Context: an optimization exercise on an open-source flow, tuned for small area and few clock cycles. The choices shown serve that exercise and are no tape-out recipe. Function was checked by simulation only, so behaviour that the tests miss may differ from the original.

==> flow/design.v <==
package mac_pkg;
  typedef enum logic {
    MODE_PSUM = 1'b0,
    MODE_ACC  = 1'b1
  } mode_e;
  localparam int SAT_MAX_W = 64;
  function automatic logic [SAT_MAX_W:0] sat_add(
    input logic [SAT_MAX_W-1:0] a,
    input logic [SAT_MAX_W-1:0] b,
    input int unsigned          width
  );
    logic [SAT_MAX_W:0] w_one;
    logic [SAT_MAX_W:0] w_lim;
    logic [SAT_MAX_W:0] w_full;
    w_one  = {{SAT_MAX_W{1'b0}}, 1'b1};
    w_lim  = (w_one << width) - w_one;
    w_full = {1'b0, a} + {1'b0, b};
    if (w_full > w_lim) begin
      sat_add = {1'b1, w_lim[SAT_MAX_W-1:0]};
    end else begin
      sat_add = {1'b0, w_full[SAT_MAX_W-1:0]};
    end
  endfunction
endpackage
module mac_fa (
  input  logic a,
  input  logic b,
  input  logic c,
  output logic s,
  output logic co
);
  assign s  = a ^ b ^ c;
  assign co = (a & b) | (a & c) | (b & c);
endmodule
module mac_lane #(
  parameter int IN_BITWIDTH  = 16,
  parameter int OUT_BITWIDTH = 32
) (
  input  logic                    clk,
  input  logic                    rst,
  input  logic                    i_adv,
  input  logic                    i_step,
  input  mac_pkg::mode_e          i_mode,
  input  logic                    i_last,
  input  logic [IN_BITWIDTH-1:0]  i_a,
  input  logic [IN_BITWIDTH-1:0]  i_w,
  input  logic [OUT_BITWIDTH-1:0] i_sum,
  output logic [OUT_BITWIDTH-1:0] o_out,
  output logic                    o_sat
);
  logic [OUT_BITWIDTH-1:0] r_acc;
  logic                    r_sticky;
  logic [OUT_BITWIDTH-1:0] r_out;
  logic                    r_out_sat;
  logic [OUT_BITWIDTH-1:0] w_base;
  logic [OUT_BITWIDTH-1:0] w_base_n;
  logic [OUT_BITWIDTH:0]   w_r0, w_r1;
  logic [OUT_BITWIDTH+1:0] w_sum_n;
  logic [OUT_BITWIDTH:0]   w_tot;
  logic                    w_sat;
  logic [OUT_BITWIDTH-1:0] w_res;
  logic [IN_BITWIDTH-1:0]  pp_n [IN_BITWIDTH];
  assign w_base   = (i_mode == mac_pkg::MODE_PSUM) ? i_sum : r_acc;
  assign w_base_n = ~w_base;
  for (genvar i = 0; i < IN_BITWIDTH; i++) begin : g_pp
    assign pp_n[i] = ~(i_w & {IN_BITWIDTH{i_a[i]}});
  end
  logic t239s, t239c;
  logic t238s, t238c;
  logic t237s, t237c;
  logic t236s, t236c;
  logic t235s, t235c;
  logic t234s, t234c;
  logic t233s, t233c;
  logic t232s, t232c;
  logic t231s, t231c;
  logic t230s, t230c;
  logic t229s, t229c;
  logic t228s, t228c;
  logic t227s, t227c;
  logic t226s, t226c;
  logic t225s, t225c;
  logic t224s, t224c;
  logic t223s, t223c;
  logic t222s, t222c;
  logic t221s, t221c;
  logic t220s, t220c;
  logic t219s, t219c;
  logic t218s, t218c;
  logic t217s, t217c;
  logic t216s, t216c;
  logic t215s, t215c;
  logic t214s, t214c;
  logic t213s, t213c;
  logic t212s, t212c;
  logic t211s, t211c;
  logic t210s, t210c;
  logic t209s, t209c;
  logic t208s, t208c;
  logic t207s, t207c;
  logic t206s, t206c;
  logic t205s, t205c;
  logic t204s, t204c;
  logic t203s, t203c;
  logic t202s, t202c;
  logic t201s, t201c;
  logic t200s, t200c;
  logic t199s, t199c;
  logic t198s, t198c;
  logic t197s, t197c;
  logic t196s, t196c;
  logic t195s, t195c;
  logic t194s, t194c;
  logic t193s, t193c;
  logic t192s, t192c;
  logic t191s, t191c;
  logic t190s, t190c;
  logic t189s, t189c;
  logic t188s, t188c;
  logic t187s, t187c;
  logic t186s, t186c;
  logic t185s, t185c;
  logic t184s, t184c;
  logic t183s, t183c;
  logic t182s, t182c;
  logic t181s, t181c;
  logic t180s, t180c;
  logic t179s, t179c;
  logic t178s, t178c;
  logic t177s, t177c;
  logic t176s, t176c;
  logic t175s, t175c;
  logic t174s, t174c;
  logic t173s, t173c;
  logic t172s, t172c;
  logic t171s, t171c;
  logic t170s, t170c;
  logic t169s, t169c;
  logic t168s, t168c;
  logic t167s, t167c;
  logic t166s, t166c;
  logic t165s, t165c;
  logic t164s, t164c;
  logic t163s, t163c;
  logic t162s, t162c;
  logic t161s, t161c;
  logic t160s, t160c;
  logic t159s, t159c;
  logic t158s, t158c;
  logic t157s, t157c;
  logic t156s, t156c;
  logic t155s, t155c;
  logic t154s, t154c;
  logic t153s, t153c;
  logic t152s, t152c;
  logic t151s, t151c;
  logic t150s, t150c;
  logic t149s, t149c;
  logic t148s, t148c;
  logic t147s, t147c;
  logic t146s, t146c;
  logic t145s, t145c;
  logic t144s, t144c;
  logic t143s, t143c;
  logic t142s, t142c;
  logic t141s, t141c;
  logic t140s, t140c;
  logic t139s, t139c;
  logic t138s, t138c;
  logic t137s, t137c;
  logic t136s, t136c;
  logic t135s, t135c;
  logic t134s, t134c;
  logic t133s, t133c;
  logic t132s, t132c;
  logic t131s, t131c;
  logic t130s, t130c;
  logic t129s, t129c;
  logic t128s, t128c;
  logic t127s, t127c;
  logic t126s, t126c;
  logic t125s, t125c;
  logic t124s, t124c;
  logic t123s, t123c;
  logic t122s, t122c;
  logic t121s, t121c;
  logic t120s, t120c;
  logic t119s, t119c;
  logic t118s, t118c;
  logic t117s, t117c;
  logic t116s, t116c;
  logic t115s, t115c;
  logic t114s, t114c;
  logic t113s, t113c;
  logic t112s, t112c;
  logic t111s, t111c;
  logic t110s, t110c;
  logic t109s, t109c;
  logic t108s, t108c;
  logic t107s, t107c;
  logic t106s, t106c;
  logic t105s, t105c;
  logic t104s, t104c;
  logic t103s, t103c;
  logic t102s, t102c;
  logic t101s, t101c;
  logic t100s, t100c;
  logic t99s, t99c;
  logic t98s, t98c;
  logic t97s, t97c;
  logic t96s, t96c;
  logic t95s, t95c;
  logic t94s, t94c;
  logic t93s, t93c;
  logic t92s, t92c;
  logic t91s, t91c;
  logic t90s, t90c;
  logic t89s, t89c;
  logic t88s, t88c;
  logic t87s, t87c;
  logic t86s, t86c;
  logic t85s, t85c;
  logic t84s, t84c;
  logic t83s, t83c;
  logic t82s, t82c;
  logic t81s, t81c;
  logic t80s, t80c;
  logic t79s, t79c;
  logic t78s, t78c;
  logic t77s, t77c;
  logic t76s, t76c;
  logic t75s, t75c;
  logic t74s, t74c;
  logic t73s, t73c;
  logic t72s, t72c;
  logic t71s, t71c;
  logic t70s, t70c;
  logic t69s, t69c;
  logic t68s, t68c;
  logic t67s, t67c;
  logic t66s, t66c;
  logic t65s, t65c;
  logic t64s, t64c;
  logic t63s, t63c;
  logic t62s, t62c;
  logic t61s, t61c;
  logic t60s, t60c;
  logic t59s, t59c;
  logic t58s, t58c;
  logic t57s, t57c;
  logic t56s, t56c;
  logic t55s, t55c;
  logic t54s, t54c;
  logic t53s, t53c;
  logic t52s, t52c;
  logic t51s, t51c;
  logic t50s, t50c;
  logic t49s, t49c;
  logic t48s, t48c;
  logic t47s, t47c;
  logic t46s, t46c;
  logic t45s, t45c;
  logic t44s, t44c;
  logic t43s, t43c;
  logic t42s, t42c;
  logic t41s, t41c;
  logic t40s, t40c;
  logic t39s, t39c;
  logic t38s, t38c;
  logic t37s, t37c;
  logic t36s, t36c;
  logic t35s, t35c;
  logic t34s, t34c;
  logic t33s, t33c;
  logic t32s, t32c;
  logic t31s, t31c;
  logic t30s, t30c;
  logic t29s, t29c;
  logic t28s, t28c;
  logic t27s, t27c;
  logic t26s, t26c;
  logic t25s, t25c;
  logic t24s, t24c;
  logic t23s, t23c;
  logic t22s, t22c;
  logic t21s, t21c;
  logic t20s, t20c;
  logic t19s, t19c;
  logic t18s, t18c;
  logic t17s, t17c;
  logic t16s, t16c;
  logic t15s, t15c;
  logic t14s, t14c;
  logic t13s, t13c;
  logic t12s, t12c;
  logic t11s, t11c;
  logic t10s, t10c;
  logic t9s, t9c;
  logic t8s, t8c;
  logic t7s, t7c;
  logic t6s, t6c;
  logic t5s, t5c;
  logic t4s, t4c;
  logic t3s, t3c;
  logic t2s, t2c;
  logic t1s, t1c;
  logic t0s, t0c;
  mac_fa u_ha0 (.a(pp_n[0][12]), .b(pp_n[10][2]), .c(1'b1), .s(t0s), .co(t0c));
  mac_fa u_fa0 (.a(pp_n[0][13]), .b(pp_n[10][3]), .c(pp_n[11][2]), .s(t1s), .co(t1c));
  mac_fa u_ha1 (.a(pp_n[12][1]), .b(pp_n[13][0]), .c(1'b1), .s(t2s), .co(t2c));
  mac_fa u_fa1 (.a(pp_n[0][14]), .b(pp_n[10][4]), .c(pp_n[11][3]), .s(t3s), .co(t3c));
  mac_fa u_fa2 (.a(pp_n[12][2]), .b(pp_n[13][1]), .c(pp_n[14][0]), .s(t4s), .co(t4c));
  mac_fa u_ha2 (.a(pp_n[1][13]), .b(pp_n[2][12]), .c(1'b1), .s(t5s), .co(t5c));
  mac_fa u_fa3 (.a(pp_n[0][15]), .b(pp_n[10][5]), .c(pp_n[11][4]), .s(t6s), .co(t6c));
  mac_fa u_fa4 (.a(pp_n[12][3]), .b(pp_n[13][2]), .c(pp_n[14][1]), .s(t7s), .co(t7c));
  mac_fa u_fa5 (.a(pp_n[15][0]), .b(pp_n[1][14]), .c(pp_n[2][13]), .s(t8s), .co(t8c));
  mac_fa u_ha3 (.a(pp_n[3][12]), .b(pp_n[4][11]), .c(1'b1), .s(t9s), .co(t9c));
  mac_fa u_fa6 (.a(pp_n[10][6]), .b(pp_n[11][5]), .c(pp_n[12][4]), .s(t10s), .co(t10c));
  mac_fa u_fa7 (.a(pp_n[13][3]), .b(pp_n[14][2]), .c(pp_n[15][1]), .s(t11s), .co(t11c));
  mac_fa u_fa8 (.a(pp_n[1][15]), .b(pp_n[2][14]), .c(pp_n[3][13]), .s(t12s), .co(t12c));
  mac_fa u_ha4 (.a(pp_n[4][12]), .b(pp_n[5][11]), .c(1'b1), .s(t13s), .co(t13c));
  mac_fa u_fa9 (.a(pp_n[10][7]), .b(pp_n[11][6]), .c(pp_n[12][5]), .s(t14s), .co(t14c));
  mac_fa u_fa10 (.a(pp_n[13][4]), .b(pp_n[14][3]), .c(pp_n[15][2]), .s(t15s), .co(t15c));
  mac_fa u_fa11 (.a(pp_n[2][15]), .b(pp_n[3][14]), .c(pp_n[4][13]), .s(t16s), .co(t16c));
  mac_fa u_fa12 (.a(pp_n[10][8]), .b(pp_n[11][7]), .c(pp_n[12][6]), .s(t17s), .co(t17c));
  mac_fa u_fa13 (.a(pp_n[13][5]), .b(pp_n[14][4]), .c(pp_n[15][3]), .s(t18s), .co(t18c));
  mac_fa u_fa14 (.a(pp_n[10][9]), .b(pp_n[11][8]), .c(pp_n[12][7]), .s(t19s), .co(t19c));
  mac_fa u_ha5 (.a(pp_n[0][8]), .b(pp_n[1][7]), .c(1'b1), .s(t20s), .co(t20c));
  mac_fa u_fa15 (.a(pp_n[0][9]), .b(pp_n[1][8]), .c(pp_n[2][7]), .s(t21s), .co(t21c));
  mac_fa u_ha6 (.a(pp_n[3][6]), .b(pp_n[4][5]), .c(1'b1), .s(t22s), .co(t22c));
  mac_fa u_fa16 (.a(pp_n[0][10]), .b(pp_n[10][0]), .c(pp_n[1][9]), .s(t23s), .co(t23c));
  mac_fa u_fa17 (.a(pp_n[2][8]), .b(pp_n[3][7]), .c(pp_n[4][6]), .s(t24s), .co(t24c));
  mac_fa u_ha7 (.a(pp_n[5][5]), .b(pp_n[6][4]), .c(1'b1), .s(t25s), .co(t25c));
  mac_fa u_fa18 (.a(pp_n[0][11]), .b(pp_n[10][1]), .c(pp_n[11][0]), .s(t26s), .co(t26c));
  mac_fa u_fa19 (.a(pp_n[1][10]), .b(pp_n[2][9]), .c(pp_n[3][8]), .s(t27s), .co(t27c));
  mac_fa u_fa20 (.a(pp_n[4][7]), .b(pp_n[5][6]), .c(pp_n[6][5]), .s(t28s), .co(t28c));
  mac_fa u_ha8 (.a(pp_n[7][4]), .b(pp_n[8][3]), .c(1'b1), .s(t29s), .co(t29c));
  mac_fa u_fa21 (.a(pp_n[11][1]), .b(pp_n[12][0]), .c(pp_n[1][11]), .s(t30s), .co(t30c));
  mac_fa u_fa22 (.a(pp_n[2][10]), .b(pp_n[3][9]), .c(pp_n[4][8]), .s(t31s), .co(t31c));
  mac_fa u_fa23 (.a(pp_n[5][7]), .b(pp_n[6][6]), .c(pp_n[7][5]), .s(t32s), .co(t32c));
  mac_fa u_fa24 (.a(pp_n[8][4]), .b(pp_n[9][3]), .c(w_base_n[12]), .s(t33s), .co(t33c));
  mac_fa u_fa25 (.a(pp_n[1][12]), .b(pp_n[2][11]), .c(pp_n[3][10]), .s(t34s), .co(t34c));
  mac_fa u_fa26 (.a(pp_n[4][9]), .b(pp_n[5][8]), .c(pp_n[6][7]), .s(t35s), .co(t35c));
  mac_fa u_fa27 (.a(pp_n[7][6]), .b(pp_n[8][5]), .c(pp_n[9][4]), .s(t36s), .co(t36c));
  mac_fa u_fa28 (.a(w_base_n[13]), .b(t0c), .c(t2s), .s(t37s), .co(t37c));
  mac_fa u_fa29 (.a(pp_n[3][11]), .b(pp_n[4][10]), .c(pp_n[5][9]), .s(t38s), .co(t38c));
  mac_fa u_fa30 (.a(pp_n[6][8]), .b(pp_n[7][7]), .c(pp_n[8][6]), .s(t39s), .co(t39c));
  mac_fa u_fa31 (.a(pp_n[9][5]), .b(w_base_n[14]), .c(t2c), .s(t40s), .co(t40c));
  mac_fa u_fa32 (.a(t1c), .b(t5s), .c(t3s), .s(t41s), .co(t41c));
  mac_fa u_fa33 (.a(pp_n[5][10]), .b(pp_n[6][9]), .c(pp_n[7][8]), .s(t42s), .co(t42c));
  mac_fa u_fa34 (.a(pp_n[8][7]), .b(pp_n[9][6]), .c(w_base_n[15]), .s(t43s), .co(t43c));
  mac_fa u_fa35 (.a(t5c), .b(t3c), .c(t4c), .s(t44s), .co(t44c));
  mac_fa u_fa36 (.a(t9s), .b(t6s), .c(t7s), .s(t45s), .co(t45c));
  mac_fa u_fa37 (.a(pp_n[6][10]), .b(pp_n[7][9]), .c(pp_n[8][8]), .s(t46s), .co(t46c));
  mac_fa u_fa38 (.a(pp_n[9][7]), .b(w_base_n[16]), .c(t9c), .s(t47s), .co(t47c));
  mac_fa u_fa39 (.a(t6c), .b(t7c), .c(t8c), .s(t48s), .co(t48c));
  mac_fa u_fa40 (.a(t13s), .b(t10s), .c(t11s), .s(t49s), .co(t49c));
  mac_fa u_fa41 (.a(pp_n[5][12]), .b(pp_n[6][11]), .c(pp_n[7][10]), .s(t50s), .co(t50c));
  mac_fa u_fa42 (.a(pp_n[8][9]), .b(pp_n[9][8]), .c(w_base_n[17]), .s(t51s), .co(t51c));
  mac_fa u_fa43 (.a(t13c), .b(t10c), .c(t11c), .s(t52s), .co(t52c));
  mac_fa u_fa44 (.a(t12c), .b(t14s), .c(t15s), .s(t53s), .co(t53c));
  mac_fa u_fa45 (.a(pp_n[3][15]), .b(pp_n[4][14]), .c(pp_n[5][13]), .s(t54s), .co(t54c));
  mac_fa u_fa46 (.a(pp_n[6][12]), .b(pp_n[7][11]), .c(pp_n[8][10]), .s(t55s), .co(t55c));
  mac_fa u_fa47 (.a(pp_n[9][9]), .b(w_base_n[18]), .c(t14c), .s(t56s), .co(t56c));
  mac_fa u_fa48 (.a(t15c), .b(t16c), .c(t17s), .s(t57s), .co(t57c));
  mac_fa u_fa49 (.a(pp_n[13][6]), .b(pp_n[14][5]), .c(pp_n[15][4]), .s(t58s), .co(t58c));
  mac_fa u_fa50 (.a(pp_n[4][15]), .b(pp_n[5][14]), .c(pp_n[6][13]), .s(t59s), .co(t59c));
  mac_fa u_fa51 (.a(pp_n[7][12]), .b(pp_n[8][11]), .c(pp_n[9][10]), .s(t60s), .co(t60c));
  mac_fa u_fa52 (.a(w_base_n[19]), .b(t17c), .c(t18c), .s(t61s), .co(t61c));
  mac_fa u_fa53 (.a(pp_n[10][10]), .b(pp_n[11][9]), .c(pp_n[12][8]), .s(t62s), .co(t62c));
  mac_fa u_fa54 (.a(pp_n[13][7]), .b(pp_n[14][6]), .c(pp_n[15][5]), .s(t63s), .co(t63c));
  mac_fa u_fa55 (.a(pp_n[5][15]), .b(pp_n[6][14]), .c(pp_n[7][13]), .s(t64s), .co(t64c));
  mac_fa u_fa56 (.a(pp_n[8][12]), .b(pp_n[9][11]), .c(w_base_n[20]), .s(t65s), .co(t65c));
  mac_fa u_fa57 (.a(pp_n[10][11]), .b(pp_n[11][10]), .c(pp_n[12][9]), .s(t66s), .co(t66c));
  mac_fa u_fa58 (.a(pp_n[13][8]), .b(pp_n[14][7]), .c(pp_n[15][6]), .s(t67s), .co(t67c));
  mac_fa u_fa59 (.a(pp_n[6][15]), .b(pp_n[7][14]), .c(pp_n[8][13]), .s(t68s), .co(t68c));
  mac_fa u_fa60 (.a(pp_n[10][12]), .b(pp_n[11][11]), .c(pp_n[12][10]), .s(t69s), .co(t69c));
  mac_fa u_fa61 (.a(pp_n[13][9]), .b(pp_n[14][8]), .c(pp_n[15][7]), .s(t70s), .co(t70c));
  mac_fa u_fa62 (.a(pp_n[10][13]), .b(pp_n[11][12]), .c(pp_n[12][11]), .s(t71s), .co(t71c));
  mac_fa u_ha9 (.a(pp_n[0][5]), .b(pp_n[1][4]), .c(1'b1), .s(t72s), .co(t72c));
  mac_fa u_fa63 (.a(pp_n[0][6]), .b(pp_n[1][5]), .c(pp_n[2][4]), .s(t73s), .co(t73c));
  mac_fa u_ha10 (.a(pp_n[3][3]), .b(pp_n[4][2]), .c(1'b1), .s(t74s), .co(t74c));
  mac_fa u_fa64 (.a(pp_n[0][7]), .b(pp_n[1][6]), .c(pp_n[2][5]), .s(t75s), .co(t75c));
  mac_fa u_fa65 (.a(pp_n[3][4]), .b(pp_n[4][3]), .c(pp_n[5][2]), .s(t76s), .co(t76c));
  mac_fa u_ha11 (.a(pp_n[6][1]), .b(pp_n[7][0]), .c(1'b1), .s(t77s), .co(t77c));
  mac_fa u_fa66 (.a(pp_n[2][6]), .b(pp_n[3][5]), .c(pp_n[4][4]), .s(t78s), .co(t78c));
  mac_fa u_fa67 (.a(pp_n[5][3]), .b(pp_n[6][2]), .c(pp_n[7][1]), .s(t79s), .co(t79c));
  mac_fa u_fa68 (.a(pp_n[8][0]), .b(w_base_n[8]), .c(t20s), .s(t80s), .co(t80c));
  mac_fa u_fa69 (.a(pp_n[5][4]), .b(pp_n[6][3]), .c(pp_n[7][2]), .s(t81s), .co(t81c));
  mac_fa u_fa70 (.a(pp_n[8][1]), .b(pp_n[9][0]), .c(w_base_n[9]), .s(t82s), .co(t82c));
  mac_fa u_fa71 (.a(t20c), .b(t22s), .c(t21s), .s(t83s), .co(t83c));
  mac_fa u_fa72 (.a(pp_n[7][3]), .b(pp_n[8][2]), .c(pp_n[9][1]), .s(t84s), .co(t84c));
  mac_fa u_fa73 (.a(w_base_n[10]), .b(t22c), .c(t21c), .s(t85s), .co(t85c));
  mac_fa u_fa74 (.a(t25s), .b(t23s), .c(t24s), .s(t86s), .co(t86c));
  mac_fa u_fa75 (.a(pp_n[9][2]), .b(w_base_n[11]), .c(t25c), .s(t87s), .co(t87c));
  mac_fa u_fa76 (.a(t23c), .b(t24c), .c(t29s), .s(t88s), .co(t88c));
  mac_fa u_fa77 (.a(t26s), .b(t27s), .c(t28s), .s(t89s), .co(t89c));
  mac_fa u_fa78 (.a(t29c), .b(t26c), .c(t27c), .s(t90s), .co(t90c));
  mac_fa u_fa79 (.a(t28c), .b(t0s), .c(t30s), .s(t91s), .co(t91c));
  mac_fa u_fa80 (.a(t31s), .b(t32s), .c(t33s), .s(t92s), .co(t92c));
  mac_fa u_fa81 (.a(t30c), .b(t31c), .c(t32c), .s(t93s), .co(t93c));
  mac_fa u_fa82 (.a(t33c), .b(t1s), .c(t34s), .s(t94s), .co(t94c));
  mac_fa u_fa83 (.a(t35s), .b(t36s), .c(t37s), .s(t95s), .co(t95c));
  mac_fa u_fa84 (.a(t34c), .b(t35c), .c(t36c), .s(t96s), .co(t96c));
  mac_fa u_fa85 (.a(t38s), .b(t39s), .c(t4s), .s(t97s), .co(t97c));
  mac_fa u_fa86 (.a(t37c), .b(t40s), .c(t41s), .s(t98s), .co(t98c));
  mac_fa u_fa87 (.a(t38c), .b(t39c), .c(t42s), .s(t99s), .co(t99c));
  mac_fa u_fa88 (.a(t8s), .b(t43s), .c(t40c), .s(t100s), .co(t100c));
  mac_fa u_fa89 (.a(t41c), .b(t44s), .c(t45s), .s(t101s), .co(t101c));
  mac_fa u_fa90 (.a(t42c), .b(t43c), .c(t12s), .s(t102s), .co(t102c));
  mac_fa u_fa91 (.a(t46s), .b(t44c), .c(t47s), .s(t103s), .co(t103c));
  mac_fa u_fa92 (.a(t45c), .b(t48s), .c(t49s), .s(t104s), .co(t104c));
  mac_fa u_fa93 (.a(t46c), .b(t16s), .c(t50s), .s(t105s), .co(t105c));
  mac_fa u_fa94 (.a(t51s), .b(t47c), .c(t48c), .s(t106s), .co(t106c));
  mac_fa u_fa95 (.a(t49c), .b(t52s), .c(t53s), .s(t107s), .co(t107c));
  mac_fa u_fa96 (.a(t50c), .b(t51c), .c(t18s), .s(t108s), .co(t108c));
  mac_fa u_fa97 (.a(t54s), .b(t55s), .c(t52c), .s(t109s), .co(t109c));
  mac_fa u_fa98 (.a(t56s), .b(t53c), .c(t57s), .s(t110s), .co(t110c));
  mac_fa u_fa99 (.a(t54c), .b(t55c), .c(t19s), .s(t111s), .co(t111c));
  mac_fa u_fa100 (.a(t58s), .b(t59s), .c(t60s), .s(t112s), .co(t112c));
  mac_fa u_fa101 (.a(t56c), .b(t57c), .c(t61s), .s(t113s), .co(t113c));
  mac_fa u_fa102 (.a(t19c), .b(t58c), .c(t59c), .s(t114s), .co(t114c));
  mac_fa u_fa103 (.a(t60c), .b(t62s), .c(t63s), .s(t115s), .co(t115c));
  mac_fa u_fa104 (.a(t64s), .b(t65s), .c(t61c), .s(t116s), .co(t116c));
  mac_fa u_fa105 (.a(pp_n[9][12]), .b(w_base_n[21]), .c(t62c), .s(t117s), .co(t117c));
  mac_fa u_fa106 (.a(t63c), .b(t64c), .c(t65c), .s(t118s), .co(t118c));
  mac_fa u_fa107 (.a(t66s), .b(t67s), .c(t68s), .s(t119s), .co(t119c));
  mac_fa u_fa108 (.a(pp_n[7][15]), .b(pp_n[8][14]), .c(pp_n[9][13]), .s(t120s), .co(t120c));
  mac_fa u_fa109 (.a(w_base_n[22]), .b(t66c), .c(t67c), .s(t121s), .co(t121c));
  mac_fa u_fa110 (.a(t68c), .b(t69s), .c(t70s), .s(t122s), .co(t122c));
  mac_fa u_fa111 (.a(pp_n[13][10]), .b(pp_n[14][9]), .c(pp_n[15][8]), .s(t123s), .co(t123c));
  mac_fa u_fa112 (.a(pp_n[8][15]), .b(pp_n[9][14]), .c(w_base_n[23]), .s(t124s), .co(t124c));
  mac_fa u_fa113 (.a(t69c), .b(t70c), .c(t71s), .s(t125s), .co(t125c));
  mac_fa u_fa114 (.a(pp_n[10][14]), .b(pp_n[11][13]), .c(pp_n[12][12]), .s(t126s), .co(t126c));
  mac_fa u_fa115 (.a(pp_n[13][11]), .b(pp_n[14][10]), .c(pp_n[15][9]), .s(t127s), .co(t127c));
  mac_fa u_fa116 (.a(pp_n[9][15]), .b(w_base_n[24]), .c(t71c), .s(t128s), .co(t128c));
  mac_fa u_fa117 (.a(pp_n[10][15]), .b(pp_n[11][14]), .c(pp_n[12][13]), .s(t129s), .co(t129c));
  mac_fa u_fa118 (.a(pp_n[13][12]), .b(pp_n[14][11]), .c(pp_n[15][10]), .s(t130s), .co(t130c));
  mac_fa u_fa119 (.a(pp_n[11][15]), .b(pp_n[12][14]), .c(pp_n[13][13]), .s(t131s), .co(t131c));
  mac_fa u_ha12 (.a(pp_n[0][3]), .b(pp_n[1][2]), .c(1'b1), .s(t132s), .co(t132c));
  mac_fa u_fa120 (.a(pp_n[0][4]), .b(pp_n[1][3]), .c(pp_n[2][2]), .s(t133s), .co(t133c));
  mac_fa u_ha13 (.a(pp_n[3][1]), .b(pp_n[4][0]), .c(1'b1), .s(t134s), .co(t134c));
  mac_fa u_fa121 (.a(pp_n[2][3]), .b(pp_n[3][2]), .c(pp_n[4][1]), .s(t135s), .co(t135c));
  mac_fa u_fa122 (.a(pp_n[5][0]), .b(w_base_n[5]), .c(t72s), .s(t136s), .co(t136c));
  mac_fa u_fa123 (.a(pp_n[5][1]), .b(pp_n[6][0]), .c(w_base_n[6]), .s(t137s), .co(t137c));
  mac_fa u_fa124 (.a(t72c), .b(t74s), .c(t73s), .s(t138s), .co(t138c));
  mac_fa u_fa125 (.a(w_base_n[7]), .b(t74c), .c(t73c), .s(t139s), .co(t139c));
  mac_fa u_fa126 (.a(t77s), .b(t75s), .c(t76s), .s(t140s), .co(t140c));
  mac_fa u_fa127 (.a(t77c), .b(t75c), .c(t76c), .s(t141s), .co(t141c));
  mac_fa u_fa128 (.a(t78s), .b(t79s), .c(t80s), .s(t142s), .co(t142c));
  mac_fa u_fa129 (.a(t78c), .b(t79c), .c(t81s), .s(t143s), .co(t143c));
  mac_fa u_fa130 (.a(t82s), .b(t80c), .c(t83s), .s(t144s), .co(t144c));
  mac_fa u_fa131 (.a(t81c), .b(t82c), .c(t84s), .s(t145s), .co(t145c));
  mac_fa u_fa132 (.a(t83c), .b(t85s), .c(t86s), .s(t146s), .co(t146c));
  mac_fa u_fa133 (.a(t84c), .b(t85c), .c(t87s), .s(t147s), .co(t147c));
  mac_fa u_fa134 (.a(t86c), .b(t88s), .c(t89s), .s(t148s), .co(t148c));
  mac_fa u_fa135 (.a(t87c), .b(t88c), .c(t90s), .s(t149s), .co(t149c));
  mac_fa u_fa136 (.a(t89c), .b(t91s), .c(t92s), .s(t150s), .co(t150c));
  mac_fa u_fa137 (.a(t90c), .b(t91c), .c(t92c), .s(t151s), .co(t151c));
  mac_fa u_fa138 (.a(t93s), .b(t94s), .c(t95s), .s(t152s), .co(t152c));
  mac_fa u_fa139 (.a(t93c), .b(t94c), .c(t96s), .s(t153s), .co(t153c));
  mac_fa u_fa140 (.a(t97s), .b(t95c), .c(t98s), .s(t154s), .co(t154c));
  mac_fa u_fa141 (.a(t96c), .b(t97c), .c(t99s), .s(t155s), .co(t155c));
  mac_fa u_fa142 (.a(t100s), .b(t98c), .c(t101s), .s(t156s), .co(t156c));
  mac_fa u_fa143 (.a(t99c), .b(t102s), .c(t100c), .s(t157s), .co(t157c));
  mac_fa u_fa144 (.a(t103s), .b(t101c), .c(t104s), .s(t158s), .co(t158c));
  mac_fa u_fa145 (.a(t102c), .b(t105s), .c(t103c), .s(t159s), .co(t159c));
  mac_fa u_fa146 (.a(t106s), .b(t104c), .c(t107s), .s(t160s), .co(t160c));
  mac_fa u_fa147 (.a(t105c), .b(t108s), .c(t106c), .s(t161s), .co(t161c));
  mac_fa u_fa148 (.a(t109s), .b(t107c), .c(t110s), .s(t162s), .co(t162c));
  mac_fa u_fa149 (.a(t108c), .b(t111s), .c(t112s), .s(t163s), .co(t163c));
  mac_fa u_fa150 (.a(t109c), .b(t110c), .c(t113s), .s(t164s), .co(t164c));
  mac_fa u_fa151 (.a(t111c), .b(t112c), .c(t114s), .s(t165s), .co(t165c));
  mac_fa u_fa152 (.a(t115s), .b(t116s), .c(t113c), .s(t166s), .co(t166c));
  mac_fa u_fa153 (.a(t114c), .b(t117s), .c(t115c), .s(t167s), .co(t167c));
  mac_fa u_fa154 (.a(t118s), .b(t119s), .c(t116c), .s(t168s), .co(t168c));
  mac_fa u_fa155 (.a(t120s), .b(t117c), .c(t118c), .s(t169s), .co(t169c));
  mac_fa u_fa156 (.a(t121s), .b(t119c), .c(t122s), .s(t170s), .co(t170c));
  mac_fa u_fa157 (.a(t120c), .b(t123s), .c(t124s), .s(t171s), .co(t171c));
  mac_fa u_fa158 (.a(t121c), .b(t122c), .c(t125s), .s(t172s), .co(t172c));
  mac_fa u_fa159 (.a(t123c), .b(t124c), .c(t126s), .s(t173s), .co(t173c));
  mac_fa u_fa160 (.a(t127s), .b(t128s), .c(t125c), .s(t174s), .co(t174c));
  mac_fa u_fa161 (.a(w_base_n[25]), .b(t126c), .c(t127c), .s(t175s), .co(t175c));
  mac_fa u_fa162 (.a(t129s), .b(t130s), .c(t128c), .s(t176s), .co(t176c));
  mac_fa u_fa163 (.a(pp_n[14][12]), .b(pp_n[15][11]), .c(w_base_n[26]), .s(t177s), .co(t177c));
  mac_fa u_fa164 (.a(t129c), .b(t130c), .c(t131s), .s(t178s), .co(t178c));
  mac_fa u_fa165 (.a(pp_n[12][15]), .b(pp_n[13][14]), .c(pp_n[14][13]), .s(t179s), .co(t179c));
  mac_fa u_fa166 (.a(pp_n[15][12]), .b(w_base_n[27]), .c(t131c), .s(t180s), .co(t180c));
  mac_fa u_fa167 (.a(pp_n[13][15]), .b(pp_n[14][14]), .c(pp_n[15][13]), .s(t181s), .co(t181c));
  mac_fa u_ha14 (.a(pp_n[0][2]), .b(pp_n[1][1]), .c(1'b1), .s(t182s), .co(t182c));
  mac_fa u_fa168 (.a(pp_n[2][1]), .b(pp_n[3][0]), .c(w_base_n[3]), .s(t183s), .co(t183c));
  mac_fa u_fa169 (.a(w_base_n[4]), .b(t132c), .c(t134s), .s(t184s), .co(t184c));
  mac_fa u_fa170 (.a(t134c), .b(t133c), .c(t135s), .s(t185s), .co(t185c));
  mac_fa u_fa171 (.a(t135c), .b(t137s), .c(t136c), .s(t186s), .co(t186c));
  mac_fa u_fa172 (.a(t137c), .b(t138c), .c(t139s), .s(t187s), .co(t187c));
  mac_fa u_fa173 (.a(t139c), .b(t140c), .c(t141s), .s(t188s), .co(t188c));
  mac_fa u_fa174 (.a(t141c), .b(t143s), .c(t142c), .s(t189s), .co(t189c));
  mac_fa u_fa175 (.a(t143c), .b(t145s), .c(t144c), .s(t190s), .co(t190c));
  mac_fa u_fa176 (.a(t145c), .b(t147s), .c(t146c), .s(t191s), .co(t191c));
  mac_fa u_fa177 (.a(t147c), .b(t149s), .c(t148c), .s(t192s), .co(t192c));
  mac_fa u_fa178 (.a(t149c), .b(t151s), .c(t150c), .s(t193s), .co(t193c));
  mac_fa u_fa179 (.a(t151c), .b(t153s), .c(t152c), .s(t194s), .co(t194c));
  mac_fa u_fa180 (.a(t153c), .b(t155s), .c(t154c), .s(t195s), .co(t195c));
  mac_fa u_fa181 (.a(t155c), .b(t157s), .c(t156c), .s(t196s), .co(t196c));
  mac_fa u_fa182 (.a(t157c), .b(t159s), .c(t158c), .s(t197s), .co(t197c));
  mac_fa u_fa183 (.a(t159c), .b(t161s), .c(t160c), .s(t198s), .co(t198c));
  mac_fa u_fa184 (.a(t161c), .b(t163s), .c(t162c), .s(t199s), .co(t199c));
  mac_fa u_fa185 (.a(t163c), .b(t165s), .c(t164c), .s(t200s), .co(t200c));
  mac_fa u_fa186 (.a(t165c), .b(t167s), .c(t168s), .s(t201s), .co(t201c));
  mac_fa u_fa187 (.a(t167c), .b(t169s), .c(t168c), .s(t202s), .co(t202c));
  mac_fa u_fa188 (.a(t171s), .b(t169c), .c(t170c), .s(t203s), .co(t203c));
  mac_fa u_fa189 (.a(t171c), .b(t173s), .c(t172c), .s(t204s), .co(t204c));
  mac_fa u_fa190 (.a(t173c), .b(t175s), .c(t176s), .s(t205s), .co(t205c));
  mac_fa u_fa191 (.a(t177s), .b(t175c), .c(t178s), .s(t206s), .co(t206c));
  mac_fa u_fa192 (.a(t177c), .b(t179s), .c(t180s), .s(t207s), .co(t207c));
  mac_fa u_fa193 (.a(w_base_n[28]), .b(t179c), .c(t181s), .s(t208s), .co(t208c));
  mac_fa u_fa194 (.a(pp_n[14][15]), .b(pp_n[15][14]), .c(w_base_n[29]), .s(t209s), .co(t209c));
  mac_fa u_ha15 (.a(pp_n[0][1]), .b(pp_n[1][0]), .c(1'b1), .s(t210s), .co(t210c));
  mac_fa u_fa195 (.a(pp_n[2][0]), .b(w_base_n[2]), .c(t182s), .s(t211s), .co(t211c));
  mac_fa u_fa196 (.a(t182c), .b(t132s), .c(t183s), .s(t212s), .co(t212c));
  mac_fa u_fa197 (.a(t183c), .b(t133s), .c(t184s), .s(t213s), .co(t213c));
  mac_fa u_fa198 (.a(t184c), .b(t136s), .c(t185s), .s(t214s), .co(t214c));
  mac_fa u_fa199 (.a(t185c), .b(t138s), .c(t186s), .s(t215s), .co(t215c));
  mac_fa u_fa200 (.a(t140s), .b(t186c), .c(t187s), .s(t216s), .co(t216c));
  mac_fa u_fa201 (.a(t187c), .b(t142s), .c(t188s), .s(t217s), .co(t217c));
  mac_fa u_fa202 (.a(t188c), .b(t144s), .c(t189s), .s(t218s), .co(t218c));
  mac_fa u_fa203 (.a(t146s), .b(t189c), .c(t190s), .s(t219s), .co(t219c));
  mac_fa u_fa204 (.a(t148s), .b(t190c), .c(t191s), .s(t220s), .co(t220c));
  mac_fa u_fa205 (.a(t150s), .b(t191c), .c(t192s), .s(t221s), .co(t221c));
  mac_fa u_fa206 (.a(t192c), .b(t152s), .c(t193s), .s(t222s), .co(t222c));
  mac_fa u_fa207 (.a(t193c), .b(t154s), .c(t194s), .s(t223s), .co(t223c));
  mac_fa u_fa208 (.a(t156s), .b(t194c), .c(t195s), .s(t224s), .co(t224c));
  mac_fa u_fa209 (.a(t158s), .b(t195c), .c(t196s), .s(t225s), .co(t225c));
  mac_fa u_fa210 (.a(t160s), .b(t196c), .c(t197s), .s(t226s), .co(t226c));
  mac_fa u_fa211 (.a(t162s), .b(t197c), .c(t198s), .s(t227s), .co(t227c));
  mac_fa u_fa212 (.a(t164s), .b(t198c), .c(t199s), .s(t228s), .co(t228c));
  mac_fa u_fa213 (.a(t166s), .b(t199c), .c(t200s), .s(t229s), .co(t229c));
  mac_fa u_fa214 (.a(t166c), .b(t201s), .c(t200c), .s(t230s), .co(t230c));
  mac_fa u_fa215 (.a(t170s), .b(t201c), .c(t202s), .s(t231s), .co(t231c));
  mac_fa u_fa216 (.a(t172s), .b(t202c), .c(t203s), .s(t232s), .co(t232c));
  mac_fa u_fa217 (.a(t174s), .b(t203c), .c(t204s), .s(t233s), .co(t233c));
  mac_fa u_fa218 (.a(t174c), .b(t205s), .c(t204c), .s(t234s), .co(t234c));
  mac_fa u_fa219 (.a(t176c), .b(t206s), .c(t205c), .s(t235s), .co(t235c));
  mac_fa u_fa220 (.a(t178c), .b(t207s), .c(t206c), .s(t236s), .co(t236c));
  mac_fa u_fa221 (.a(t180c), .b(t208s), .c(t207c), .s(t237s), .co(t237c));
  mac_fa u_fa222 (.a(t181c), .b(t209s), .c(t208c), .s(t238s), .co(t238c));
  mac_fa u_fa223 (.a(pp_n[15][15]), .b(w_base_n[30]), .c(t209c), .s(t239s), .co(t239c));
  assign w_r0 = {1'b1, w_base_n[31], t238c, t237c, t236c, t235c, t234c, t233c, t232c, t231c, t230c, t229c, t228c, t227c, t226c, t225c, t224c, t223c, t222c, t221c, t220c, t219c, t218c, t217c, t216c, t215c, t214c, t213c, t212c, t211c, t210c, w_base_n[1], pp_n[0][0]};
  assign w_r1 = {1'b1, t239c, t239s, t238s, t237s, t236s, t235s, t234s, t233s, t232s, t231s, t230s, t229s, t228s, t227s, t226s, t225s, t224s, t223s, t222s, t221s, t220s, t219s, t218s, t217s, t216s, t215s, t214s, t213s, t212s, t211s, t210s, w_base_n[0]};
  assign w_sum_n = {w_r0, 1'b1} + {w_r1, 1'b1};
  assign w_tot   = ~w_sum_n[OUT_BITWIDTH+1:1];
  assign w_sat = w_tot[OUT_BITWIDTH];
  assign w_res = w_sat ? {OUT_BITWIDTH{1'b1}} : w_tot[OUT_BITWIDTH-1:0];
  always_ff @(posedge clk or posedge rst) begin
    if (rst) begin
      r_acc    <= '0;
      r_sticky <= 1'b0;
    end else if (i_step) begin
      if (i_last) begin
        r_acc    <= '0;
        r_sticky <= 1'b0;
      end else begin
        r_acc    <= w_res;
        r_sticky <= r_sticky | w_sat;
      end
    end
  end
  always_ff @(posedge clk) begin
    if (i_adv) begin
      r_out     <= w_res;
      r_out_sat <= w_sat | ((i_mode == mac_pkg::MODE_ACC) & r_sticky);
    end
  end
  assign o_out = r_out;
  assign o_sat = r_out_sat;
endmodule
module mac_pipe_array #(
  parameter int LANES        = 4,
  parameter int IN_BITWIDTH  = 16,
  parameter int OUT_BITWIDTH = 32
) (
  input  logic                          clk,
  input  logic                          rst,
  input  logic                          in_valid,
  output logic                          in_ready,
  input  logic                          mode,
  input  logic                          in_last,
  input  logic [LANES*IN_BITWIDTH-1:0]  a_in,
  input  logic [LANES*IN_BITWIDTH-1:0]  w_in,
  input  logic [LANES*OUT_BITWIDTH-1:0] sum_in,
  output logic                          out_valid,
  input  logic                          out_ready,
  output logic [LANES*OUT_BITWIDTH-1:0] out,
  output logic [LANES-1:0]              out_sat
);
  logic w_adv;
  logic w_acc_step;
  logic r_out_valid;
  assign w_adv      = !r_out_valid || out_ready;
  assign in_ready   = w_adv;
  assign w_acc_step = in_valid && w_adv && (mac_pkg::mode_e'(mode) == mac_pkg::MODE_ACC);
  always_ff @(posedge clk or posedge rst) begin
    if (rst) begin
      r_out_valid <= 1'b0;
    end else if (w_adv) begin
      r_out_valid <= in_valid && ((mac_pkg::mode_e'(mode) == mac_pkg::MODE_PSUM) || in_last);
    end
  end
  assign out_valid = r_out_valid;
  for (genvar g = 0; g < LANES; g++) begin : g_lane
    mac_lane #(
      .IN_BITWIDTH (IN_BITWIDTH),
      .OUT_BITWIDTH(OUT_BITWIDTH)
    ) u_lane (
      .clk       (clk),
      .rst       (rst),
      .i_adv     (w_adv),
      .i_step    (w_acc_step),
      .i_mode    (mac_pkg::mode_e'(mode)),
      .i_last    (in_last),
      .i_a       (a_in[g*IN_BITWIDTH +: IN_BITWIDTH]),
      .i_w       (w_in[g*IN_BITWIDTH +: IN_BITWIDTH]),
      .i_sum     (sum_in[g*OUT_BITWIDTH +: OUT_BITWIDTH]),
      .o_out     (out[g*OUT_BITWIDTH +: OUT_BITWIDTH]),
      .o_sat     (out_sat[g])
    );
  end
endmodule
==> flow/run.sh <==
#!/bin/bash
# synth_recipe.tcl (not shown) runs the flow's synth.tcl, then flattens the netlist and writes it again
# the make line also repeats each setting of config.mk as NAME=value (left out here)
make -C /OpenROAD-flow-scripts/flow DESIGN_CONFIG=/design/flow/config.mk WORK_HOME=/design/flow/orfs CLKGATE_MAP_FILE= SYNTH_SCRIPT=/design/flow/synth_recipe.tcl finish
==> flow/config.mk <==
export PLATFORM = sky130hd
export DESIGN_NAME = mac_pipe_array
export DESIGN_NICKNAME = mac_pipe_array
export VERILOG_FILES = /design/flow/design.v
export SDC_FILE = /design/flow/constraint.sdc
export NUM_CORES = 4
export LEC_CHECK = 0
export CAP_MARGIN = 20
export CORE_MARGIN = 2
export CORE_UTILIZATION = 60
export SLEW_MARGIN = 20
export SYNTH_HIERARCHICAL = 1
==> flow/constraint.sdc <==
create_clock -name core_clock -period 7.2 [get_ports {clk}]
set_input_delay 1.4400 -clock core_clock [delete_from_list [all_inputs] [get_ports {clk}]]
set_output_delay 1.4400 -clock core_clock [all_outputs]
set_load 0.01 [all_outputs]
==> out/qor.yml, run 1 <==
status: "no timing/DRC/antenna violations"
h-tree-depth: 2
drtAntennaViolNets: 0
fin_skew_ps: 30.4
finalWeightedCongestion: 0.930
place_worst_setup_slack_ps: -348
drc: 0
multi_input_area_um2: 33300
async_reset_ff_frac: 0.502
crit_chain: "clkdlybuf4s50_1 > buf_4 > nand2_1 > fa_1 > fa_1 > fa_1 > fa_1 > fa_1 > fa_1 > ha_1 > buf_4 > nand3_1 > nor3_1 > nand2_1 > a21oi_1 > o211a_1 > o21ai_0 > a2111oi_0 > nor3_1"
drt_wl_total_mm: 132
die_w_um: 268
layout_min_cycle_time_ps: 6910
crit_path_max_incr_delay_ps: 640
grt_pass1_wl_mm: 209
max_freq_mhz: 145
cts_tree: "done"
synth_edf_count: 132
clock_latency_ps: 570
clock_path_buffers: 3
tightestPinTransition_ps: 1040
drt-initial-drc-count: 2985
hp-class: "flip-flop to flip-flop"
port_buffers: 395
required_ps: 7620
regArea_um2: 7290
startpoint_type: "input port"
first_global_vias: 36600
maxCapViolCount: 0
area_growth_syn_to_layout_pct: 21.7
hold_violations: 0
avgRoutedWirePerCell_um: 23.6
crit_path_frequent_cell: "fa_1"
clock-sinks: 265
io_pins: 396
worst_hold_slack_ps: 508
ys_warn_count: 10
maxSlewHeadroom: 0.303
rows: 96
synth_seq_area_share: 0.174
grt_max_degree: 61
synth_cell_types: 54
final_cells: 5608
vias: 34200
path_max_fanout: 5
ys_ff_latch: 265
rsz0062_at_grt: "false"
arrival_ps: 7330
drive_gt1_frac: 0.107
cp_slowest_cell: "clkdlybuf4s50_1"
dpl.hpwl_mm: 107
vias_per_cell: 6.09
cts_hold_buf: 0
synthCells: 4067
root_buffer: "clkbuf_16"
initial_utilization: 0.608
post-route-period-util: 0.960
crit_type: "input port to flip-flop"
coreArea_um2: 68800
synth_flop_cell: "dfrtp_1"
groute.usage.overall: 0.385
die_h_um: 268
endpoint_kind: "flip-flop"
path_clk_slew_ps: 60
dpl.cell_count: 5536
cts_buffers: 36
grt_overflow: 0
netlist_area_um2: 41800
drtPass1Iterations: 6
layout_setup_ws_ps: 287
antenna_found_initial: 9
syn_area_per_cell_um2: 10.3
fill_cells: 5015
slew_violations: 0
fin_setup_tns_ps: 0
setup_viol: 0
nets: 6002
dieArea_um2: 71800
[per-module statistics from Yosys, one instance, submodules excluded, a selection]
module          area, um2  cells inside
mac_pipe_array       63.8             7
mac_fa               20.0             1
[sequential cells by signal, indices dropped and copies added (netlist names)]
| name | flops |
|---|---|
| g_lane.u_lane.r_sticky | 4 |
| r_out_valid | 1 |
| g_lane.u_lane.r_out_sat | 4 |
| g_lane.u_lane.r_out | 128 |
| g_lane.u_lane.r_acc | 128 |
[worst max-delay path, delay by kind of cell]
kind / cells / cell delay [ps]
adders and majority gates: 7 / 3220
AOI/OAI and AO/OA: 4 / 1060
buffers and inverters: 3 / 960
and+or+nand+nor: 5 / 650
[final timing paths]
check	startpoint	endpoint	slack, ps	cells past startpoint
max in group asynchronous	rst	g_lane[3].u_lane.r_acc[10]	5320	3
hold / removal	g_lane[0].u_lane.r_acc[31]	g_lane[0].u_lane.r_acc[31]	510	1
setup / recovery	w_in[60]	g_lane[3].u_lane.r_acc[30]	290	19
setup reg to reg	g_lane[0].u_lane.r_acc[15]	g_lane[0].u_lane.r_acc[31]	1750	17
hold reg to reg	g_lane[0].u_lane.r_acc[31]	g_lane[0].u_lane.r_acc[31]	510	1
min in group asynchronous	rst	r_out_valid	1150	2
[cell usage after synthesis (all sizes together), types with 20 or more instances]
cell    count  share of area
nand2b     25         0.0039
dfrtp     133          0.080
ha        132          0.039
o21ai     113          0.014
nand2    1224           0.11
nor2      116          0.010
o21a       20         0.0036
a21oi     164          0.020
a31oi      32         0.0048
a22o      108          0.023
xnor2      76          0.016
nand3      32         0.0038
nor3       24         0.0029
buf        36         0.0048
edfxtp    132          0.095
o21bai     24         0.0043
a21o       40         0.0072
nand4      28         0.0042
clkbuf    288          0.026
mux2i     124          0.030
fa        964           0.46
inv        54         0.0048
[placed cells by master (no fill, tap or decap), types with 7 or more instances in the layout]
cell / netlist / routed
nand2_1: 1220 / 1220
fa_1: 964 / 964
clkdlybuf4s50_1: 0 / 392
buf_4: 12 / 361
a21oi_1: 164 / 164
dfrtp_1: 133 / 133
ha_1: 132 / 132
edfxtp_1: 132 / 132
mux2i_1: 124 / 124
nor2_1: 116 / 116
o21ai_0: 113 / 110
a22o_1: 108 / 108
xnor2_1: 76 / 76
conb_1: 4 / 64
inv_1: 54 / 53
buf_12: 0 / 46
a21o_1: 40 / 40
clkbuf_16: 0 / 37
nand3_1: 32 / 32
a31oi_1: 32 / 32
nand4_1: 28 / 28
nand2b_1: 24 / 24
o21bai_1: 24 / 24
nor3_1: 24 / 23
o21a_1: 20 / 20
xor2_1: 16 / 16
and3_1: 17 / 16
and2_1: 12 / 12
clkinv_1: 8 / 10
nor2b_1: 9 / 9
a211o_1: 8 / 8
o31ai_1: 8 / 8
a211oi_1: 8 / 8
o31a_1: 8 / 8
or3_1: 8 / 8
clkbuf_8: 0 / 8
diode_2: 0 / 7
nor4_1: 8 / 7
[what timing repair did]
action / in CTS / in global routing
resized for setup: 0 / 9
endpoints found under the setup margin: 0 / 40
buffers inserted: 0 / 0
[through the flow]
step	cell area [um2]	utilization
3_3_place_gp	49500	0.720
2_1_floorplan	42000	-
5_1_grt	50900	0.739
3_5_place_dp	49500	0.720
4_1_cts	50800	0.738
6_report	50900	0.739
[layer usage]
| metal | wire (um) | vias to the layer above | global-route usage |
|---|---|---|---|
| met1 | 49200 | 17300 | 0.506 |
| met2 | 61400 | 2018 | 0.609 |
| met3 | 14700 | 415 | 0.0965 |
| met5 | 59 | - | 0 |
| met4 | 6880 | 10 | 0.174 |
| li1 | - | 14400 | - |
[kinds of logic after synthesis]
logic type	synth area share
XOR/XNOR	0.0193
multiplexers	0.0308
AND/OR/NAND/NOR	0.149
AO/OA/AOI/OAI	0.0894
other	0.000359
buffers and inverters	0.0362
adder cells (fa/ha/maj)	0.501
flip-flops	0.174
[layout make-up]
cell class,count,share of cell area
clock inverters,15,0.00475
inverters,62,0.00457
repair buffers,803,0.150
clock buffers,49,0.0205
multi-input cells,3476,0.654
flip-flops and latches,265,0.143
well taps,931,0.0229
diodes,7,0.000344
Testbench counts, summed over its fixed seeds: cycles 12,008.
==> run 2, diff against run 1 <==
--- a/flow/config.mk
+++ b/flow/config.mk
@@ -8,5 +8,6 @@
 export CAP_MARGIN = 20
 export CORE_MARGIN = 2
 export CORE_UTILIZATION = 60
+export GPL_TIMING_DRIVEN = 0
 export SLEW_MARGIN = 20
 export SYNTH_HIERARCHICAL = 1
==> run 2 against run 1 <==
Effect of this change:
- via count decreased by 3.3%
- worst hold slack about the same
- core utilization decreased by 4.4 points
- cell area decreased by 6.0%
- die area unchanged
- sequential share of layout area increased by 0.91 points
- fmax decreased by 1.6%
- synthesized area unchanged
- global-route usage decreased by 0.55 points
- flip-flop and latch count unchanged
- critical endpoint is now g_lane[1].u_lane.r_acc[5]
- largest cell class unchanged
- highest routed layer unchanged
==> out/qor.yml, run 2 <==
status: "no timing/DRC/antenna violations"
final_cell_mix: "nand2_1, fa_1, clkdlybuf4s50_1, a21oi_1, dfrtp_1"
fin_skew_ps: 67.3
setup_viol: 0
grt_max_degree: 46
netlist_area_um2: 41800
maxSlewHeadroom: 0.355
synthCells: 4067
drtPass1Iterations: 6
synth_top_area_share: 0.461
area_growth_syn_to_layout_pct: 14.4
die_h_um: 268
drtAntennaViolNets: 0
finalWeightedCongestion: 0.976
drc: 0
cts_tree: "done"
root_buffer: "clkbuf_16"
first_global_vias: 34900
port_buffers: 275
dieArea_um2: 71800
fill_cells: 5510
io_pins: 396
slew_violations: 0
required_ps: 7650
crit_path_frequent_cell: "fa_1"
startpoint_type: "input port"
final_common_cell: "nand2_1"
grt_pass1_wl_mm: 204
die_w_um: 268
nets: 5798
crit_path_max_incr_delay_ps: 530
synth_edf_count: 132
clock-sinks: 265
synth_cell_types: 54
drt_wl_total_mm: 133
place_worst_setup_slack_ps: -1770
layout_min_cycle_time_ps: 7020
synth_seq_area_share: 0.174
avgRoutedWirePerCell_um: 24.6
vias: 33000
grt_overflow: 0
antenna_found_initial: 6
drive_gt1_frac: 0.0775
regArea_um2: 7290
hold_depth: 1
maxCapViolCount: 0
reg_top3: "g_lane.u_lane.r_acc x128, g_lane.u_lane.r_out x128"
yosysTopAreaCell: "fa_1"
clock_path_buffers: 3
max_freq_mhz: 142
async_reset_ff_frac: 0.502
coreArea_um2: 68800
multi_input_area_um2: 33400
dpl.hpwl_mm: 109
place_area_um2: 46100
layout_setup_ws_ps: 175
crit_type: "input port to flip-flop"
hp-class: "flip-flop to flip-flop"
synth_most_common_cell: "nand2_1"
cp_slowest_cell: "fa_1"
h-tree-depth: 2
hold_violations: 0
crit_chain: "clkdlybuf4s18_2 > buf_4 > buf_8 > mux2i_4 > fa_1 > fa_1 > fa_1 > fa_1 > fa_1 > ha_1 > buf_2 > nand4_1 > nor3_2 > o21ai_0 > o211ai_1 > a31oi_2 > nor3_2 > o21a_1 > buf_4 > buf_4 > nand2_1 > a22o_1"
final_cells: 5401
syn_area_per_cell_um2: 10.3
stdcell_area_um2: 47800
ys_ff_latch: 265
rows: 96
synth_common_cells: "nand2_1, fa_1, clkbuf_1"
groute.usage.overall: 0.379
cts_buffers: 36
r2r_cells: 19
clock_latency_ps: 590
path_max_fanout: 10
tightestPinTransition_ps: 968
vias_per_cell: 6.12
post-route-period-util: 0.976
worst_hold_slack_ps: 508
ys_warn_count: 10
path_clk_slew_ps: 60
drt-initial-drc-count: 2603
synth.area.top_cells: "fa_1, nand2_1, edfxtp_1, dfrtp_1, ha_1"
synth_flop_cell: "dfrtp_1"
dpl.cell_count: 5340
endpoint_kind: "flip-flop"
fin_setup_tns_ps: 0
initial_utilization: 0.608
arrival_ps: 7470
## run 2: cell counts after synthesis
No cell type changed its count.
## run 2: cells by family after synthesis
logic type               count (synthesis)  share of synthesized area
XOR/XNOR                                92                     0.0193
AO/OA/AOI/OAI                          569                     0.0894
buffers and inverters                  386                     0.0362
other                                    4                   0.000359
AND/OR/NAND/NOR                       1527                      0.149
flip-flops                             265                      0.174
multiplexers                           128                     0.0308
adder cells (fa/ha/maj)               1096                      0.501
## run 2: area by class of cell
cell class	instances	area share
Inverter	62	0.00487
Buffer	316	0.0344
Multi-Input combinational cell	3476	0.699
Antenna cell	3	0.000157
Timing Repair Buffer	283	0.0606
Clock buffer	42	0.0195
Clock inverter	23	0.00473
Tap cell	931	0.0244
Sequential cell	265	0.152
## run 2: worst paths after layout
| kind | start | to | slack [ps] |
|---|---|---|---|
| worst min register to register | g_lane[0].u_lane.r_acc[1] | g_lane[0].u_lane.r_acc[1] | 510 |
| max in group asynchronous | rst | g_lane[1].u_lane.r_acc[15] | 5330 |
| worst min-delay path | g_lane[0].u_lane.r_acc[1] | g_lane[0].u_lane.r_acc[1] | 510 |
| min in group asynchronous | rst | r_out_valid | 1170 |
| worst max register to register | g_lane[1].u_lane.r_acc[17] | g_lane[1].u_lane.r_acc[5] | 1520 |
| worst max-delay path | mode | g_lane[1].u_lane.r_acc[5] | 180 |
## run 2: timing repair
item                       CTS  global route
hold buffers                 0             0
resized for setup          132           357
setup buffers                0             1
gates cloned                 0             0
pin swaps                    1             1
setup endpoints to repair  264           245
## run 2: metrics by stage
step / util
6_report: 0.695
5_1_grt: 0.695
4_1_cts: 0.690
3_5_place_dp: 0.670
3_3_place_gp: 0.668
2_1_floorplan: -
## run 2: Yosys stat by module, one instance, submodules excluded, excerpt
| module | cell area (um2) | copies in the design |
|---|---|---|
| mac_pipe_array | 63.8 | 1 |
| mac_fa | 20.0 | 960 |
## run 2: worst max-delay path, delay by kind of cell
family,cells,cell delay [ps]
fa+ha+maj,6,2680
buf+inv,6,1330
simple gates,4,880
compound gates,5,790
mux,1,300
## run 2: per-layer routing
| layer | part of all wire | global-route usage |
|---|---|---|
| met1 | 0.38 | 0.509 |
| met3 | 0.11 | 0.0915 |
| met4 | 0.058 | 0.182 |
| met5 | 0.00043 | 0 |
| met2 | 0.45 | 0.586 |
==> run 3, diff against run 2 <==
--- a/flow/design.v
+++ b/flow/design.v
@@ -60,7 +60,7 @@
   logic                    w_sat;
   logic [OUT_BITWIDTH-1:0] w_res;
   logic [IN_BITWIDTH-1:0]  pp_n [IN_BITWIDTH];
-  assign w_base   = (i_mode == mac_pkg::MODE_PSUM) ? i_sum : r_acc;
+  assign w_base   = (i_mode == mac_pkg::MODE_PSUM) ? i_sum : (r_acc | {OUT_BITWIDTH{r_sticky}});
   assign w_base_n = ~w_base;
   for (genvar i = 0; i < IN_BITWIDTH; i++) begin : g_pp
     assign pp_n[i] = ~(i_w & {IN_BITWIDTH{i_a[i]}});
@@ -550,7 +550,7 @@
   assign w_sum_n = {w_r0, 1'b1} + {w_r1, 1'b1};
   assign w_tot   = ~w_sum_n[OUT_BITWIDTH+1:1];
   assign w_sat = w_tot[OUT_BITWIDTH];
-  assign w_res = w_sat ? {OUT_BITWIDTH{1'b1}} : w_tot[OUT_BITWIDTH-1:0];
+  assign w_res = w_tot[OUT_BITWIDTH-1:0];
   always_ff @(posedge clk or posedge rst) begin
     if (rst) begin
       r_acc    <= '0;
@@ -571,7 +571,7 @@
       r_out_sat <= w_sat | ((i_mode == mac_pkg::MODE_ACC) & r_sticky);
     end
   end
-  assign o_out = r_out;
+  assign o_out = r_out | {OUT_BITWIDTH{r_out_sat}};
   assign o_sat = r_out_sat;
 endmodule
 module mac_pipe_array #(
==> flow/flow/run.sh (new file) <==
#!/bin/bash
# The standard layout, with the port buffers made from the smallest buffer cell.
set -euo pipefail
bash standard.sh synth > synth.log 2>&1
bash standard.sh 'BUFFER_PORTS_ARGS=-buffer_cell sky130_fd_sc_hd__buf_1' finish > layout.log 2>&1
==> flow/standard.sh (new file) <==
#!/bin/bash
# synth_recipe.tcl (not shown) runs the flow's synth.tcl, then flattens the netlist and writes it again
# the make line also repeats each setting of config.mk as NAME=value (left out here)
make -C /OpenROAD-flow-scripts/flow DESIGN_CONFIG=/design/flow/config.mk WORK_HOME=/design/flow/orfs CLKGATE_MAP_FILE= SYNTH_SCRIPT=/design/flow/synth_recipe.tcl "${@:-finish}"
removed: flow/run.sh
==> run 3 against run 2 <==
Effect of this change:
- clock-buffer cell count decreased by 3
- first-iteration DRC count increased by 15%
- still clean on timing, DRC and antenna
- via count increased by 2.5%
- critical endpoint is now g_lane[2].u_lane.r_out[31]
- routed wire length increased by 1.2%
- global-route usage decreased by 0.24 points
- die area increased by 0.66%
==> out/qor.yml, run 3 <==
dpl.hpwl_mm: 109
synthCells: 4147
synth_seq_area_share: 0.173
endpoint_kind: "flip-flop"
crit_end: "g_lane[2].u_lane.r_out[31]"
cp_slowest_cell: "fa_1"
drive_gt1_frac: 0.0748
grt_overflow: 0
synth_cell_types: 60
drtAntennaViolNets: 0
crit_buf_inv: 2
synth.area.top_cells: "fa_1, nand2_1, edfxtp_1, dfrtp_1, ha_1"
reg_top3: "g_lane.u_lane.r_acc x128, g_lane.u_lane.r_out x128"
r2r_slack_ps: 550
synth.mux.area_fraction: 0
crit_start: "w_in[43]"
ys_warn_count: 10
first_global_vias: 34700
port_buffers: 275
cts_setup_buffers: 0
groute.usage.overall: 0.377
io_pins: 396
synth-simple-area-share: 0.163
synth_flop_cell: "dfrtp_1"
clock_latency_ps: 570
setup_viol: 0
grt_pass1_wl_mm: 204
syn_area_per_cell_um2: 10.2
required_ps: 7510
maxSlewHeadroom: 0.387
drt_wl_total_mm: 134
crit_path_max_incr_delay_ps: 580
final_common_cell: "nand2_1"
post-route-period-util: 0.978
initial_utilization: 0.603
hp-class: "flip-flop to flip-flop"
cts_tree: "done"
crit_type: "input port to flip-flop"
r2r_cells: 17
crit_chain: "clkbuf_1 > clkbuf_2 > nand2_1 > fa_1 > fa_1 > fa_1 > fa_1 > fa_1 > fa_1 > ha_1 > nand2_1 > nor2_2 > nand3_1 > or4_4 > a211oi_2 > nor2_1 > xor2_1"
maxCapViolCount: 0
antenna_found_initial: 14
arrival_ps: 7350
vias: 33900
yosysTopAreaCell: "fa_1"
regArea_um2: 7290
rsz0062_at_grt: "true"
r2r_start: "g_lane[3].u_lane.r_sticky"
nets: 5869
path_delay_family: "adder cells"
fill_cells: 5915
hold_violations: 0
die_w_um: 269
async_reset_ff_frac: 0.502
tightestPinTransition_ps: 917
root_buffer: "clkbuf_16"
grt_max_degree: 48
ys_ff_latch: 265
h-tree-depth: 1
slew_violations: 0
final_cell_mix: "nand2_1, fa_1, buf_1, clkbuf_1, dfrtp_1"
synth_top_family_by_area: "adder cells"
synth_xor_area_frac: 0.0250
finalWeightedCongestion: 0.966
drtPass1Iterations: 8
synth_top_area_share: 0.458
drt-initial-drc-count: 3003
synth_common_cells: "nand2_1, fa_1, clkbuf_1"
status: "no timing/DRC/antenna violations"
place_worst_setup_slack_ps: -851
vias_per_cell: 6.17
area_growth_syn_to_layout_pct: 8.43
cp.depth: 17
layout_setup_ws_ps: 160
clock-sinks: 265
rows: 97
avgRoutedWirePerCell_um: 24.5
r2r_end: "g_lane[3].u_lane.r_out[31]"
die_h_um: 269
netlist_area_um2: 42100
crit_path_frequent_cell: "fa_1"
path_clk_slew_ps: 60
layout_min_cycle_time_ps: 7040
multi_input_area_um2: 33500
startpoint_type: "input port"
synthAdderAreaFrac: 0.496
drc: 0
fin_skew_ps: 19.2
synth-compound-area-share: 0.105
coreArea_um2: 69800
path_max_fanout: 10
synth_most_common_cell: "nand2_1"
cts_buffers: 27
clock_path_buffers: 3
max_freq_mhz: 142
dieArea_um2: 72300
synth_edf_count: 132
[run 3: cell count changes in the layout (fill, tap and decap cells not counted), moves of 46 or more]
cell,before,now
o21ai_1,0,46
clkdlybuf4s50_1,266,0
mux2i_1,113,0
o22ai_1,4,88
or2_2,4,128
buf_1,4,289
clkbuf_1,105,213
[run 3: kinds of logic (layout without fill, tap and decap cells)]
group           after synthesis  after routing
compound gates              641            641
buf+inv                     418            746
flops                       265            265
xor+xnor                    120            120
simple gates               1607           1607
other cells                   4             75
fa+ha+maj                  1092           1092
[run 3: timing repair]
item	in CTS	in global routing
pin swaps	0	0
hold buffers	0	0
endpoints found under the hold margin	0	0
endpoints found under the setup margin	14	62
resized for setup	31	167
[run 3: metal layers]
layer  global-route usage  vias to the layer above  share of wire  wire length [um]
met3               0.0816                      347           0.11             14200
met2                0.571                     1964           0.45             60400
li1                     -                    14200              -                 -
met1                0.525                    17300           0.39             52800
met4                0.173                        2          0.051              6900
met5                    0                        -       0.000089                12
[run 3: how the worst min path moves through the flow]
stage	start	endpoint	slack, ps	cells past startpoint
floorplan	g_lane[0].u_lane.r_acc[0]	g_lane[0].u_lane.r_acc[0]	460	1
global placement	g_lane[0].u_lane.r_acc[0]	g_lane[0].u_lane.r_acc[0]	480	1
detailed placement	g_lane[3].u_lane.r_acc[0]	g_lane[3].u_lane.r_acc[0]	490	1
CTS	g_lane[0].u_lane.r_acc[0]	g_lane[0].u_lane.r_acc[0]	500	1
global route	g_lane[0].u_lane.r_acc[22]	g_lane[0].u_lane.r_acc[22]	520	1
finish	g_lane[0].u_lane.r_acc[22]	g_lane[0].u_lane.r_acc[22]	500	1
[run 3: stage by stage]
step	cells	instance area, um2	util	setup TNS (ps)	hold WS, ps
after floorplan	4207	42300	-	0	456
after detailed placement	5426	44600	0.639	-41620	488
after global routing	5486	45700	0.654	-80.2	517
after global placement	5422	44500	0.638	-231130	477
final	5486	45700	0.654	0	505
after CTS	5475	45500	0.652	0	501
[run 3: final cells by class]
cell class,count,area share
antenna,11,0.000603
buffer,332,0.0304
clock buffer,39,0.0162
clock inverter,10,0.00230
inverter,86,0.00707
multi-input combinational,3524,0.733
sequential,265,0.160
tap,940,0.0258
timing repair buffer,279,0.0247
[run 3: worst reg2reg max path: cells and delay by family (launching register included)]
family          cells  cell delay, ps
fa+ha+maj           6            2790
simple gates        6            1550
buf+inv             2             840
compound gates      2             580
flops               1             480
xor+xnor            1             150
[run 3: per-module statistics from Yosys (local to each module, per instance), excerpt]
module / flip-flops and latches / times used / cells inside
mac_fa: 0 / 960 / 1
mac_pipe_array: 1 / 1 / 7
Testbench counts of run 3, summed over its fixed seeds: cycles 12,008.

## separate check: timing with driven ports
The results above use ideal ports. As a check the final layouts listed here were re-extracted and re-timed, cells and wires unchanged. Step 1 assumes that a clkbuf_16 drives the clock port and a buf_2 every other input. Step 2 moves the port delays by t, midway between the first and last clock arrival at a register: inputs arrive t later, outputs are due t later. That takes back most of the time a late clock gives input paths. Three values: ideal ports, drivers, drivers and shift; two values: the first two.
| run | shift t [ns] | setup slack, ns | slew at the worst register clock pin (ns) |
|---|---|---|---|
| run 1 | 0.615 | 0.287 / 0.296 / -0.319 | 0.07 / 0.07 |
| run 2 | 0.615 | 0.175 / 0.197 / -0.418 | 0.07 / 0.07 |
| run 3 | 0.629 | 0.160 / 0.149 / -0.480 | 0.08 / 0.08 |
With both steps, setup timing fails in every run listed, where it was met with ideal ports. The setup slack of run 3, which loses most, moves by -0.011 ns with the drivers and by -0.640 ns with both steps.
